From an optimization exercise on the open Yosys and OpenROAD flow, aimed at small area; shortcuts taken in it are not production practice.
Function was checked by simulation only, so behaviour that the tests miss may differ from the original.
Power figures rest on the tool's default switching activity, not on a simulated workload.

== alpha ==
==> flow/design.v (excerpt) <==
module udp_rx_top (
	input  logic                         clk_125m,
	input  logic                         sys_rst,
	input  logic [7:0]                   i_rx_data,
	input  logic                         i_rx_valid,
	input  logic                         i_rx_last,
	output logic                         o_rx_ready,
	output logic [udp_rx_pkg::ID_W-1:0]   o_awid,
	output logic [udp_rx_pkg::ADDR_W-1:0] o_awaddr,
	output logic [udp_rx_pkg::LEN_W-1:0]  o_awlen,
	output logic                         o_awvalid,
	input  logic                         i_awready,
	output logic [udp_rx_pkg::DATA_W-1:0] o_wdata,
	output logic                         o_wlast,
	output logic                         o_wvalid,
	input  logic                         i_wready,
	input  logic                         i_bvalid,
	input  logic [1:0]                   i_bresp,
	output logic                         o_bready,
	output logic [47:0]                  o_pc_mac,
	output logic [31:0]                  o_pc_ip,
	output logic                         o_trig_arp,
	output logic                         o_wr_timeout
);
	logic [udp_rx_pkg::DESC_W-1:0] desc_in, desc_out;
	logic [udp_rx_pkg::DATA_W-1:0] beat_in, beat_out;
	logic     desc_push, desc_pop, desc_full, desc_empty;
	logic     beat_push, beat_pop, beat_full, beat_empty;
	logic [1:0] awidx;
	assign o_awid   = udp_rx_pkg::idx_id(awidx);
	assign o_awaddr = {awidx, 25'd0, 1'b1, 4'd0};
	assign o_wdata  = beat_out;
	eth_frame_parser i_eth_frame_parser (
		.clk_125m    (clk_125m),
		.sys_rst     (sys_rst),
		.i_rx_data   (i_rx_data),
		.i_rx_valid  (i_rx_valid),
		.i_rx_last   (i_rx_last),
		.i_desc_full (desc_full),
		.i_beat_full (beat_full),
		.o_rx_ready  (o_rx_ready),
		.o_desc_push (desc_push),
		.o_desc      (desc_in),
		.o_beat_push (beat_push),
		.o_beat      (beat_in),
		.o_pc_mac    (o_pc_mac),
		.o_pc_ip     (o_pc_ip),
		.o_trig_arp  (o_trig_arp)
	);
	stage_fifo #(.WIDTH(udp_rx_pkg::DESC_W), .DEPTH(4)) i_desc_fifo (
		.clk_125m (clk_125m),
		.sys_rst  (sys_rst),
		.i_push   (desc_push),
		.i_data   (desc_in),
		.i_pop    (desc_pop),
		.o_data   (desc_out),
		.o_full   (desc_full),
		.o_empty  (desc_empty)
	);
	beat_fifo #(.WIDTH(udp_rx_pkg::DATA_W), .DEPTH(256)) i_beat_fifo (
		.clk_125m (clk_125m),
		.sys_rst  (sys_rst),
		.i_push   (beat_push),
		.i_data   (beat_in),
		.i_pop    (beat_pop),
		.o_data   (beat_out),
  ...
Size in the first run: roughly 8000 cells after synthesis, roughly 4400 flip-flops, about 160000 sq um of cells after synthesis.
==> module dec_and, before the edit <==
module dec_and (
	input  logic i_a,
	input  logic i_b,
	output logic o_y
);
	assign o_y = i_a & i_b;
endmodule
==> module beat_fifo, before the edit <==
module beat_fifo #(
	parameter int  WIDTH     = 16,
	parameter int  DEPTH     = 256
) (
	input  logic     clk_125m,
	input  logic     sys_rst,
	input  logic     i_push,
	input  logic [WIDTH-1:0] i_data,
	input  logic     i_pop,
	output logic [WIDTH-1:0] o_data,
	output logic     o_full,
	output logic     o_empty
);
	localparam int PTR_W = $clog2(DEPTH);
	localparam int N3    = (DEPTH - 2 * (DEPTH % 3 == 1 ? 2 : (DEPTH % 3 == 2 ? 1 : 0))) / 3;
	localparam int N2    = (DEPTH - 3 * N3) / 2;
	localparam int NG    = N3 + N2;
	logic [WIDTH-1:0] mem [DEPTH];
	logic [PTR_W:0]   wr_ptr, rd_ptr;
	logic [PTR_W-1:0] rd_next;                            
	logic [DEPTH-1:0] rd_sel;
	logic [WIDTH-1:0] grp_n [NG];
	logic [WIDTH-1:0] next_word, head;
	logic [15:0] wr_lo, wr_hi, rd_lo, rd_hi;
	logic [DEPTH-1:0] wr_en;
	always_comb begin
		wr_lo = '0;
		wr_hi = '0;
		rd_lo = '0;
		rd_hi = '0;
		wr_lo[wr_ptr[3:0]] = 1'b1;
		wr_hi[wr_ptr[7:4]] = i_push;
		rd_lo[rd_next[3:0]] = 1'b1;
		rd_hi[rd_next[7:4]] = 1'b1;
	end
	for (genvar i = 0; i < DEPTH; i++) begin : g_word
		dec_and i_wr_dec (.i_a(wr_hi[i/16]), .i_b(wr_lo[i%16]), .o_y(wr_en[i]));
		dec_and i_rd_dec (.i_a(rd_hi[i/16]), .i_b(rd_lo[i%16]), .o_y(rd_sel[i]));
		always_ff @(posedge clk_125m) begin
			if (wr_en[i])
				mem[i] <= i_data;
		end
	end
	always_ff @(posedge clk_125m) begin
		if (sys_rst) begin
			wr_ptr <= '0;
			rd_ptr <= '0;
		end else begin
			if (i_push)
				wr_ptr <= wr_ptr + 1'b1;
			if (i_pop)
				rd_ptr <= rd_ptr + 1'b1;
		end
	end
	assign rd_next = rd_ptr[PTR_W-1:0] + 1'b1;
	for (genvar b = 0; b < WIDTH; b++) begin : g_bit
		for (genvar g = 0; g < N3; g++) begin : g_sel3
			rd_sel3 i_sel (
				.i_sel (rd_sel[3*g +: 3]),
				.i_d   ({mem[3*g+2][b], mem[3*g+1][b], mem[3*g][b]}),
				.o_yn  (grp_n[g][b])
			);
		end
		for (genvar g = 0; g < N2; g++) begin : g_sel2
			rd_sel2 i_sel (
				.i_sel (rd_sel[3*N3+2*g +: 2]),
				.i_d   ({mem[3*N3+2*g+1][b], mem[3*N3+2*g][b]}),
				.o_yn  (grp_n[N3+g][b])
			);
		end
	end
	always_comb begin
		next_word = '0;
		for (int g = 0; g < NG; g++)
			next_word = next_word | ~grp_n[g];
	end
	always_ff @(posedge clk_125m) begin
		if (i_pop)
			head <= (i_push && wr_ptr[PTR_W-1:0] == rd_next) ? i_data : next_word;
		else if (o_empty)
			head <= i_data;
	end
	assign o_data  = head;
	assign o_full  = (wr_ptr == {~rd_ptr[PTR_W], rd_ptr[PTR_W-1:0]});
	assign o_empty = (wr_ptr == rd_ptr);
endmodule
Settings: LEC_CHECK=0, CAP_MARGIN=20, CORE_MARGIN=2, CORE_UTILIZATION=60, CTS_CLUSTER_DIAMETER=80, CTS_CLUSTER_SIZE=28, PLACE_DENSITY=0.72, SLEW_MARGIN=20, SYNTH_HIERARCHICAL=1, SYNTH_MEMORY_MAX_BITS=8192; clock period 9.0 ns.
run.sh (not shown) runs the stock make flow with config.mk's settings and CLKGATE_MAP_FILE= SYNTH_SCRIPT=/design/flow/synth_recipe.tcl, a recipe that flattens the netlist after the stock synthesis.
--- input diff alpha..beta ---
--- a/flow/design.v
+++ b/flow/design.v
@@ -68,19 +68,12 @@
 	input  logic [1:0] i_sel,
 	input  logic [1:0] i_d,
 	output logic       o_yn
 );
 	assign o_yn = ~((i_sel[0] & i_d[0]) | (i_sel[1] & i_d[1]));
 endmodule
-module dec_and (
-	input  logic i_a,
-	input  logic i_b,
-	output logic o_y
-);
-	assign o_y = i_a & i_b;
-endmodule
 module beat_fifo #(
 	parameter int  WIDTH     = 16,
 	parameter int  DEPTH     = 256
 ) (
 	input  logic     clk_125m,
 	input  logic     sys_rst,
@@ -98,31 +91,15 @@
 	logic [WIDTH-1:0] mem [DEPTH];
 	logic [PTR_W:0]   wr_ptr, rd_ptr;
 	logic [PTR_W-1:0] rd_next;                            
 	logic [DEPTH-1:0] rd_sel;
 	logic [WIDTH-1:0] grp_n [NG];
 	logic [WIDTH-1:0] next_word, head;
-	logic [15:0] wr_lo, wr_hi, rd_lo, rd_hi;
-	logic [DEPTH-1:0] wr_en;
-	always_comb begin
-		wr_lo = '0;
-		wr_hi = '0;
-		rd_lo = '0;
-		rd_hi = '0;
-		wr_lo[wr_ptr[3:0]] = 1'b1;
-		wr_hi[wr_ptr[7:4]] = i_push;
-		rd_lo[rd_next[3:0]] = 1'b1;
-		rd_hi[rd_next[7:4]] = 1'b1;
-	end
-	for (genvar i = 0; i < DEPTH; i++) begin : g_word
-		dec_and i_wr_dec (.i_a(wr_hi[i/16]), .i_b(wr_lo[i%16]), .o_y(wr_en[i]));
-		dec_and i_rd_dec (.i_a(rd_hi[i/16]), .i_b(rd_lo[i%16]), .o_y(rd_sel[i]));
-		always_ff @(posedge clk_125m) begin
-			if (wr_en[i])
-				mem[i] <= i_data;
-		end
+	always_ff @(posedge clk_125m) begin
+		if (i_push)
+			mem[wr_ptr[PTR_W-1:0]] <= i_data;
 	end
 	always_ff @(posedge clk_125m) begin
 		if (sys_rst) begin
 			wr_ptr <= '0;
 			rd_ptr <= '0;
 		end else begin
@@ -130,12 +107,16 @@
 				wr_ptr <= wr_ptr + 1'b1;
 			if (i_pop)
 				rd_ptr <= rd_ptr + 1'b1;
 		end
 	end
 	assign rd_next = rd_ptr[PTR_W-1:0] + 1'b1;
+	always_comb begin
+		rd_sel = '0;
+		rd_sel[rd_next] = 1'b1;
+	end
 	for (genvar b = 0; b < WIDTH; b++) begin : g_bit
 		for (genvar g = 0; g < N3; g++) begin : g_sel3
 			rd_sel3 i_sel (
 				.i_sel (rd_sel[3*g +: 3]),
 				.i_d   ({mem[3*g+2][b], mem[3*g+1][b], mem[3*g][b]}),
 				.o_yn  (grp_n[g][b])
==> comparison <==
beta: sequential cell area fraction in the yosys report 0.32 points above alpha
Number of global-route vias before repair ended up about 3% higher on beta than on alpha.
Going from alpha to beta, detailed-routed wire length on met3 grew by a little under 10%.
beta vs alpha: area of the mapped netlist down slightly
On relative max-transition margin, alpha loses to beta.
Per the comparison of beta with alpha, critical path depth went down; filler-free cell count of the finished design went up; combined buffer and inverter count along the critical path went up.
beta: full flow OK, the timing, design-rule and antenna checks passed
Compared to alpha, beta has starting utilization of the core area 0.19 points higher.
Final standard cell area without fillers deteriorates in beta relative to alpha.
Per-cell via count in the routed design (beta vs. alpha) decreases slightly
The launch point of the worst path comes out i_beat_fifo.rd_ptr[1]$_SDFFE_PP0P_ in one run and i_beat_fifo.rd_ptr[0]$_SDFFE_PP0P_ in the other, namely in alpha and beta respectively.
Measured against alpha, the switching power summed over all nets of beta comes out at 0.949 times the reference value.

-- re-timing with driven ports --
Ports are ideal in the flow. The routed layouts listed here were re-timed in OpenROAD.
Step 1 assumes that a clkbuf_16 drives the clock port and a buf_2 every other input.
Step 2 adds t to the input delays and takes it off the output delays; t is the mean of the earliest and latest rising clock arrival at the registers after step 1. Input paths then give back, and output paths get back, about the clock's delay inside the block.
Three values: ideal ports, drivers, drivers and shift; two values: the first two.
run	shift t [ns]	slack for setup (ns)	hold slack, ns	latest minus earliest clock arrival (ns)
alpha	1.002	1.876 / 1.876 / 1.876	0.461 / 0.461 / 0.461	0.068 / 0.068
beta	0.985	1.189 / 1.189 / 1.189	0.454 / 0.454 / 0.454	0.067 / 0.067
After both steps setup and hold are still met in every run listed.
